Background: an optimization exercise with open tools, aiming at small area. Do not read the settings as production practice. In this exercise RTL edits were held to simulation tests only and were not proved equivalent to the original. No activity file was given, so power comes from the tool's default toggle rates.

==> flow/design.v <==
package alu_reservation_station_pkg;
    localparam int RS_SIZE       = 8;
    localparam int RS_INDEX_BIT  = 3;
    localparam int ROB_INDEX_BIT = 4;
    localparam int TYPE_BIT      = 5;
    localparam logic [TYPE_BIT-1:0] OP_ADD  = 5'd0;
    localparam logic [TYPE_BIT-1:0] OP_SUB  = 5'd1;
    localparam logic [TYPE_BIT-1:0] OP_XOR  = 5'd2;
    localparam logic [TYPE_BIT-1:0] OP_OR   = 5'd3;
    localparam logic [TYPE_BIT-1:0] OP_AND  = 5'd4;
    localparam logic [TYPE_BIT-1:0] OP_SLL  = 5'd5;
    localparam logic [TYPE_BIT-1:0] OP_SRL  = 5'd6;
    localparam logic [TYPE_BIT-1:0] OP_SRA  = 5'd7;
    localparam logic [TYPE_BIT-1:0] OP_SLT  = 5'd8;
    localparam logic [TYPE_BIT-1:0] OP_SLTU = 5'd9;
    localparam logic [TYPE_BIT-1:0] OP_BEQ  = 5'd10;
    localparam logic [TYPE_BIT-1:0] OP_BNE  = 5'd11;
    localparam logic [TYPE_BIT-1:0] OP_BLT  = 5'd12;
    localparam logic [TYPE_BIT-1:0] OP_BGE  = 5'd13;
    localparam logic [TYPE_BIT-1:0] OP_BLTU = 5'd14;
    localparam logic [TYPE_BIT-1:0] OP_BGEU = 5'd15;
    localparam logic [TYPE_BIT-1:0] OP_JALR = 5'd16;
endpackage
import alu_reservation_station_pkg::*;
module alu_reservation_station (
    input  logic                     clk_in,
    input  logic                     rst_in,
    input  logic                     rdy_in,
    input  logic                     clear_in,
    input  logic                     issue_valid,
    input  logic [TYPE_BIT-1:0]      issue_type,
    input  logic [31:0]              issue_vj,
    input  logic [31:0]              issue_vk,
    input  logic                     issue_has_qj,
    input  logic                     issue_has_qk,
    input  logic [ROB_INDEX_BIT-1:0] issue_qj,
    input  logic [ROB_INDEX_BIT-1:0] issue_qk,
    input  logic [ROB_INDEX_BIT-1:0] issue_rob_id,
    output logic                     full_out,
    input  logic                     cdb_alu_ready,
    input  logic [ROB_INDEX_BIT-1:0] cdb_alu_rob_id,
    input  logic [31:0]              cdb_alu_value,
    input  logic                     cdb_lsb_ready,
    input  logic [ROB_INDEX_BIT-1:0] cdb_lsb_rob_id,
    input  logic [31:0]              cdb_lsb_value,
    output logic                     alu_req,
    output logic [TYPE_BIT-1:0]      alu_type,
    output logic [31:0]              alu_r1,
    output logic [31:0]              alu_r2,
    output logic [ROB_INDEX_BIT-1:0] alu_rob_id
);
    localparam int N = RS_SIZE;
    logic [N-1:0]                    valid_q;
    logic [N-1:0][TYPE_BIT-1:0]      op_q;
    logic [N-1:0][ROB_INDEX_BIT-1:0] rob_q;
    logic [N-1:0][31:0]              vj_q;     
    logic [N-1:0][31:0]              vk_q;     
    logic [N-1:0]                    pj_q;
    logic [N-1:0]                    pk_q;
    logic [N-1:0]                    sel_q;    
    logic [N-1:0][N-1:0]             age_q;
    assign full_out = &valid_q;
    logic [N-1:0] alloc;
    always_comb begin
        for (int i = 0; i < N; i++) begin
            alloc[i] = issue_valid & rdy_in & ~valid_q[i];
            for (int j = 0; j < i; j++) alloc[i] = alloc[i] & valid_q[j];
        end
    end
    logic        nja, njl, nka, nkl;
    logic [31:0] new_vj, new_vk;
    logic        new_pj, new_pk;
    assign nja = issue_has_qj & cdb_alu_ready & (issue_qj == cdb_alu_rob_id);
    assign njl = issue_has_qj & cdb_lsb_ready & (issue_qj == cdb_lsb_rob_id);
    assign nka = issue_has_qk & cdb_alu_ready & (issue_qk == cdb_alu_rob_id);
    assign nkl = issue_has_qk & cdb_lsb_ready & (issue_qk == cdb_lsb_rob_id);
    assign new_pj = issue_has_qj & ~nja & ~njl;
    assign new_pk = issue_has_qk & ~nka & ~nkl;
    assign new_vj = nja ? cdb_alu_value : njl ? cdb_lsb_value :
                    {issue_vj[31:4], issue_has_qj ? issue_qj : issue_vj[3:0]};
    assign new_vk = nka ? cdb_alu_value : nkl ? cdb_lsb_value :
                    {issue_vk[31:4], issue_has_qk ? issue_qk : issue_vk[3:0]};
    logic [N-1:0] ja, jl, ka, kl;
    always_comb begin
        for (int i = 0; i < N; i++) begin
            ja[i] = rdy_in & pj_q[i] & cdb_alu_ready & (vj_q[i][3:0] == cdb_alu_rob_id);
            jl[i] = rdy_in & pj_q[i] & cdb_lsb_ready & (vj_q[i][3:0] == cdb_lsb_rob_id);
            ka[i] = rdy_in & pk_q[i] & cdb_alu_ready & (vk_q[i][3:0] == cdb_alu_rob_id);
            kl[i] = rdy_in & pk_q[i] & cdb_lsb_ready & (vk_q[i][3:0] == cdb_lsb_rob_id);
        end
    end
    logic [N-1:0] jn, jsa, jsl, jh, kn, ksa, ksl, kh;
    logic [N-1:0][31:0] vj_d, vk_d;
    logic [N-1:0] pj_d, pk_d;
    always_comb begin
        for (int i = 0; i < N; i++) begin
            jn[i]  = alloc[i];
            jsa[i] = ~alloc[i] & ja[i];
            jsl[i] = ~alloc[i] & ~ja[i] & jl[i];
            jh[i]  = ~alloc[i] & ~ja[i] & ~jl[i];
            kn[i]  = alloc[i];
            ksa[i] = ~alloc[i] & ka[i];
            ksl[i] = ~alloc[i] & ~ka[i] & kl[i];
            kh[i]  = ~alloc[i] & ~ka[i] & ~kl[i];
            vj_d[i] = ({32{jn[i]}}  & new_vj) | ({32{jsa[i]}} & cdb_alu_value) |
                      ({32{jsl[i]}} & cdb_lsb_value) | ({32{jh[i]}} & vj_q[i]);
            vk_d[i] = ({32{kn[i]}}  & new_vk) | ({32{ksa[i]}} & cdb_alu_value) |
                      ({32{ksl[i]}} & cdb_lsb_value) | ({32{kh[i]}} & vk_q[i]);
            pj_d[i] = alloc[i] ? new_pj : (pj_q[i] & ~ja[i] & ~jl[i]);
            pk_d[i] = alloc[i] ? new_pk : (pk_q[i] & ~ka[i] & ~kl[i]);
        end
    end
    always_ff @(posedge clk_in) begin
        vj_q <= vj_d;
        vk_q <= vk_d;
        pj_q <= pj_d;
        pk_q <= pk_d;
        for (int i = 0; i < N; i++) begin
            if (alloc[i]) begin
                op_q[i]  <= issue_type;
                rob_q[i] <= issue_rob_id;
            end
        end
    end
    logic [N-1:0] ready, pick;
    always_comb begin
        for (int i = 0; i < N; i++) ready[i] = valid_q[i] & ~pj_q[i] & ~pk_q[i];
        for (int i = 0; i < N; i++) begin
            pick[i] = ready[i];
            for (int j = 0; j < N; j++) begin
                if (j < i) begin
                    if (ready[j] & age_q[j][i]) pick[i] = 1'b0;
                end else if (j > i) begin
                    if (ready[j] & ~age_q[i][j]) pick[i] = 1'b0;
                end
            end
        end
    end
    always_ff @(posedge clk_in) begin
        for (int b = 1; b < N; b++) begin
            for (int a = 0; a < b; a++) begin
                if (alloc[b])      age_q[a][b] <= 1'b1;
                else if (alloc[a]) age_q[a][b] <= 1'b0;
            end
        end
    end
    always_ff @(posedge clk_in) begin
        if (rdy_in) sel_q <= pick;
    end
    always_ff @(posedge clk_in or posedge rst_in) begin
        if (rst_in) begin
            valid_q <= '0;
            alu_req <= 1'b0;
        end else if (rdy_in) begin
            if (clear_in) begin
                valid_q <= '0;
                alu_req <= 1'b0;
            end else begin
                valid_q <= (valid_q & ~pick) | alloc;
                alu_req <= |ready;
            end
        end
    end
    always_comb begin
        alu_type   = '0;
        alu_r1     = '0;
        alu_r2     = '0;
        alu_rob_id = '0;
        for (int i = 0; i < N; i++) begin
            alu_type   = alu_type   | ({TYPE_BIT{sel_q[i]}} & op_q[i]);
            alu_r1     = alu_r1     | ({32{sel_q[i]}} & vj_q[i]);
            alu_r2     = alu_r2     | ({32{sel_q[i]}} & vk_q[i]);
            alu_rob_id = alu_rob_id | ({ROB_INDEX_BIT{sel_q[i]}} & rob_q[i]);
        end
    end
endmodule
==> flow/run.sh <==
#!/bin/bash
# synth_recipe.tcl (not shown) runs the flow's synth.tcl, then flattens the netlist and writes it again
# the make line also repeats each setting of config.mk as NAME=value (left out here)
make -C /OpenROAD-flow-scripts/flow DESIGN_CONFIG=/design/flow/config.mk WORK_HOME=/design/flow/orfs CLKGATE_MAP_FILE= SYNTH_SCRIPT=/design/flow/synth_recipe.tcl finish
==> flow/config.mk <==
export PLATFORM = sky130hd
export DESIGN_NAME = alu_reservation_station
export DESIGN_NICKNAME = alu_reservation_station
export VERILOG_FILES = /design/flow/design.v
export SDC_FILE = /design/flow/constraint.sdc
export NUM_CORES = 4
export LEC_CHECK = 0
export CAP_MARGIN = 20
export CORE_MARGIN = 2
export CORE_UTILIZATION = 30
export SLEW_MARGIN = 20
==> flow/constraint.sdc <==
create_clock -name core_clock -period 4.5 [get_ports {clk_in}]
set_input_delay 0.9000 -clock core_clock [delete_from_list [all_inputs] [get_ports {clk_in}]]
set_output_delay 0.9000 -clock core_clock [all_outputs]
set_load 0.01 [all_outputs]
==> summary.txt <==
logic make-up (layout without fill, tap and decap cells):
group / after synthesis / in the layout / synth area share, %
flops: 645 / 645 / 39.3
xor+xnor: 141 / 141 / 3.53
mux: 350 / 350 / 10.2
other cells: 0 / 3 / 0
simple gates: 749 / 749 / 11.5
buf+inv: 558 / 610 / 6.29
compound gates: 1221 / 1221 / 29.2
cells in the final DEF (no fill, tap or decap), types with 24 or more instances in the layout:
| cell type | n |
|---|---|
| sky130_fd_sc_hd__xnor2_1 | 62 |
| sky130_fd_sc_hd__nand2_1 | 74 |
| sky130_fd_sc_hd__nand3_1 | 354 |
| sky130_fd_sc_hd__buf_4 | 159 |
| sky130_fd_sc_hd__buf_12 | 39 |
| sky130_fd_sc_hd__a221oi_1 | 120 |
| sky130_fd_sc_hd__clkdlybuf4s50_1 | 236 |
| sky130_fd_sc_hd__and3_1 | 127 |
| sky130_fd_sc_hd__dfxtp_1 | 556 |
| sky130_fd_sc_hd__xor2_1 | 79 |
| sky130_fd_sc_hd__a2111oi_0 | 105 |
| sky130_fd_sc_hd__o21ai_0 | 183 |
| sky130_fd_sc_hd__clkbuf_16 | 74 |
| sky130_fd_sc_hd__mux2_2 | 39 |
| sky130_fd_sc_hd__nand4_1 | 83 |
| sky130_fd_sc_hd__o221a_2 | 135 |
| sky130_fd_sc_hd__inv_1 | 38 |
| sky130_fd_sc_hd__a22oi_1 | 296 |
| sky130_fd_sc_hd__edfxtp_1 | 80 |
| sky130_fd_sc_hd__mux2i_1 | 302 |
| sky130_fd_sc_hd__o221a_1 | 24 |
| sky130_fd_sc_hd__a211oi_1 | 24 |
| sky130_fd_sc_hd__clkbuf_1 | 24 |
| sky130_fd_sc_hd__a222oi_1 | 241 |
registers in the layout, summed over array words and instances, names as in the netlist:
| signal | flops |
|---|---|
| vj_q | 256 |
| vk_q | 256 |
| op_q | 40 |
| rob_q | 32 |
| age_q | 28 |
| pj_q | 8 |
| pk_q | 8 |
| sel_q | 8 |
| valid_q | 8 |
| alu_req | 1 |
how the worst max path moves through the flow:
| stage | startpoint | endpoint | slack [ns] | cells after the start |
|---|---|---|---|---|
| floorplan | cdb_lsb_rob_id[0] | vj_q[153]$_DFF_P_ | 1.67 | 9 |
| global placement | rdy_in | vj_q[193]$_DFF_P_ | 0.49 | 8 |
| detailed placement | rdy_in | vj_q[204]$_DFF_P_ | 0.48 | 8 |
| CTS | sel_q[2]$_DFFE_PP_ | alu_r1[29] | 0.46 | 4 |
| global route | sel_q[4]$_DFFE_PP_ | alu_r1[30] | 0.44 | 4 |
| finish | sel_q[4]$_DFFE_PP_ | alu_r1[21] | 0.37 | 4 |
critical path: cells and delay by family, from the launching register on:
kind	cells	cell delay [ns]
buf+inv	2	1.15
flops	1	0.93
simple gates	1	0.32
compound gates	1	0.17
stage by stage:
stage | utilization (%) | setup slack (ns) | total power [W]
CTS | 36.0 | 0.457 | 0.0204
global placement | 34.0 | 0.488 | 0.0144
detailed placement | 34.1 | 0.484 | 0.0145
floorplan | - | 1.67 | 0.0114
global route | 36.0 | 0.445 | 0.0213
finish | 36.1 | 0.367 | 0.0207
power by group:
part	switching (W)	leakage [nW]	total (W)	internal (W)
sequential	0.000888	5.41	0.00788	0.00699
combinational	0.00391	10.8	0.00687	0.00296
clock	0.00258	1.12	0.00598	0.00341
final cells by class:
type / count / area, um2 / share of cell area, %
antenna: 3 / 7.51 / 0.0179
sequential: 645 / 13800 / 32.9
multi-input combinational: 2461 / 19300 / 46.2
clock inverter: 14 / 163 / 0.389
timing repair buffer: 436 / 4380 / 10.5
tap: 1524 / 1910 / 4.56
inverter: 48 / 180 / 0.431
clock buffer: 112 / 2120 / 5.06
routing by layer:
metal / part of all wire, % / wire, um / global-route usage (%)
met1: 37 / 69000 / 37.0
met2: 42 / 77500 / 42.8
met3: 14 / 26800 / 10.4
met4: 6.8 / 12600 / 18.1
met5: 0.071 / 133 / 0.360
==> results_tabular.tex <==
\begin{tabular}{lr}
\hline
Metric & Value \\
\hline
\multicolumn{2}{l}{\textbf{Clock network}} \\
Post-cts resize count & 0 \\
Number of buffers created by CTS & 73 \\
Maximum buffer depth of the clock tree & 3 \\
Clk\_lat worst skew & 0.65 ns \\
Clock tree from TritonCTS & yes \\
Setup repair bufs after CTS & 0 \\
Clock-pin slew on the worst setup and hold paths & 0.06 ns \\
Deepest level of the CTS H-tree & 3 \\
Quantity of hold-fixing buffers added after cts & 0 \\
Clock Tree Root & sky130\_fd\_sc\_hd\_\_clkbuf\_16 \\
Clk sinks & 645 \\
\multicolumn{2}{l}{\textbf{GRT}} \\
All-layer global routing usage & 29.4\% \\
Via count of the first global-routing pass & 35600 \\
Total gr overflow & 0 \\
Largest net degree at the start of global routing & 74 \\
Number of antenna violations at the first check in global routing & 11 \\
Global-route wire length before repair & 262000 um \\
\multicolumn{2}{l}{\textbf{Die}} \\
Effective utilization at floorplan & 30.2\% \\
Chip height & 346 um \\
Number of ports placed on the die boundary & 237 \\
Std cell rows & 125 \\
Core Region & 116000 um2 \\
Area of the die & 120000 um2 \\
Die width & 346 um \\
\multicolumn{2}{l}{\textbf{Yosys}} \\
Summed instance area of the synthesized netlist & 35000 um2 \\
Cell with the most instances after synthesis & sky130\_fd\_sc\_hd\_\_dfxtp\_1 \\
Dominant cells by area after synthesis & sky130\_fd\_sc\_hd\_\_dfxtp\_1, sky130\_fd\_sc\_hd\_\_mux2i\_1, sky130\_fd\_sc\_hd\_\_a222oi\_1, sky130\_fd\_sc\_hd\_\_edfxtp\_1, sky130\_fd\_sc\_hd\_\_a22oi\_1 \\
Fraction of registers with async set or reset after synthesis & 1.40\% \\
Number of distinct library cells after synthesis & 64 \\
Area leader, netlist & sky130\_fd\_sc\_hd\_\_dfxtp\_1 \\
Most frequent cells after synthesis & sky130\_fd\_sc\_hd\_\_dfxtp\_1, sky130\_fd\_sc\_hd\_\_clkbuf\_1, sky130\_fd\_sc\_hd\_\_nand3\_1, sky130\_fd\_sc\_hd\_\_mux2i\_1, sky130\_fd\_sc\_hd\_\_a22oi\_1 \\
Proportion of netlist area held by the largest area contributor & 31.8\% \\
Flip-flop and latch count after synthesis & 645 \\
Post-Syn Nets & 3826 \\
Gate count after technology mapping & 3664 \\
Most instantiated flip-flop cell in the synthesis netlist & sky130\_fd\_sc\_hd\_\_dfxtp\_1 \\
Synthesis Warnings & 1 \\
Avg Cell Area, Syn & 9.56 um2 \\
Number of enable flip-flop cells after synthesis & 80 \\
Sequential element share of the synthesized area & 39.3\% \\
\multicolumn{2}{l}{\textbf{Min path}} \\
Class of the tightest hold or removal check & reg2reg \\
Hold path cells & 2 \\
Startpoint of the worst hold path & age\_q[1]\$\_SDFFE\_PP1P\_ \\
Hold Crit Endpoint & age\_q[1]\$\_SDFFE\_PP1P\_ \\
\multicolumn{2}{l}{\textbf{Setup path}} \\
Biggest cell delay along the critical path & 0.93 ns \\
Required time at the endpoint of the critical path & 3.60 ns \\
Setup slack of the worst register-to-register path & 1.34 ns \\
Critical Path AT & 3.23 ns \\
Critical Path Sink Type & output pin \\
Source of the worst register-to-register timing path & valid\_q[0]\$\_DFFE\_PP0P\_ \\
Top fanout value on the critical path & 22 \\
Ordered list of cells on the worst path & buf\_4 -> a22oi\_1 -> nand4\_1 -> clkdlybuf4s50\_1 \\
Depth of the worst register-to-register path & 6 \\
Slowest cell on the critical path & sky130\_fd\_sc\_hd\_\_edfxtp\_1 \\
Critical path start-end classification & reg2out \\
R2R Path End & vj\_q[199]\$\_DFF\_P\_ \\
Element type at the critical path start & flip-flop \\
\multicolumn{2}{l}{\textbf{Timing}} \\
Max Clk Rate & 242 MHz \\
Worst Hold Slack & 0.461 ns \\
Fin. max-slew vios & 0 \\
Share of the cycle needed by the critical path after routing & 91.8\% \\
Worst-margin pin slew & 1.21 ns \\
Number of setup violations in the final report & 0 \\
Slew margin rel. & 19.2\% \\
Setup TNS after final layout & 0 ns \\
Layout Skew & 0.0214 ns \\
Fin. Hold Viols & 0 \\
Setup repair after global routing missed its margin & false \\
Shortest period the worst path allows & 4.13 ns \\
\multicolumn{2}{l}{\textbf{Power and ir drop}} \\
Leakage power summed over all cells & 17.4 nW \\
Peak ir drop on the vdd network & 0.000289 V \\
Power density normalized to cell area & 495 nW/um2 \\
\multicolumn{2}{l}{\textbf{Finish}} \\
Layout overhead on the synthesized area & 19.4\% \\
Number of filler instances in the final layout & 11600 \\
Layout cells sized above 1 & 14.5\% \\
Number of nets at the end of the flow & 3827 \\
Non-filler cells in the finished layout & 5243 \\
Final non-filler cell area & 41800 um2 \\
\multicolumn{2}{l}{\textbf{Place}} \\
DP Area & 39500 um2 \\
Weighted congestion at the end of routability-driven global placement & 0.988 \\
Port Buf Inserts & 236 \\
DP HPWL & 115000 um \\
Total placed cells including tap cells & 5113 \\
\multicolumn{2}{l}{\textbf{Detailed routing}} \\
Average wire per standard cell & 35.5 um \\
Detail Route Antenna Nets & 0 \\
Routed vias/inst & 7.17 \\
Routed Wire Length & 186000 um \\
DRC violations left & 0 \\
Via count & 37600 \\
Detailed-routing iteration count for the pre-antenna-repair pass & 14 \\
Count of routing violations after the opening detailed-route iteration & 7694 \\
\multicolumn{2}{l}{\textbf{Run status}} \\
Result of the run & complete, no violations \\
\multicolumn{2}{l}{\textbf{Run}} \\
Total of max-cap violations & 0 \\
\hline
\end{tabular}

[what the ideal ports hide]
Ports are ideal in the flow. The routed layout listed here was re-timed in OpenROAD.
Step 1, drivers: a clkbuf_16 drives clk_in and a buf_2 each remaining input, both assumed.
Step 2 times the ports against the registers' clock, not the clock port: input delays grow and output delays shrink by t, the midpoint of the rising clock arrivals with the driver on.
Three values: ideal ports, drivers, drivers and shift; two values: the first two.
t (ns): 0.709
setup WS [ns]: 0.367 / 0.297 / 0.215
clock arrival spread, ns: 0.026 / 0.026
worst data-port slew with drivers (ns): 0.16
cell pins on the clock port's net: 1
After both steps this run still meets setup and hold. The setup slack of this run moves by -0.070 ns with the drivers and by -0.152 ns with both steps.
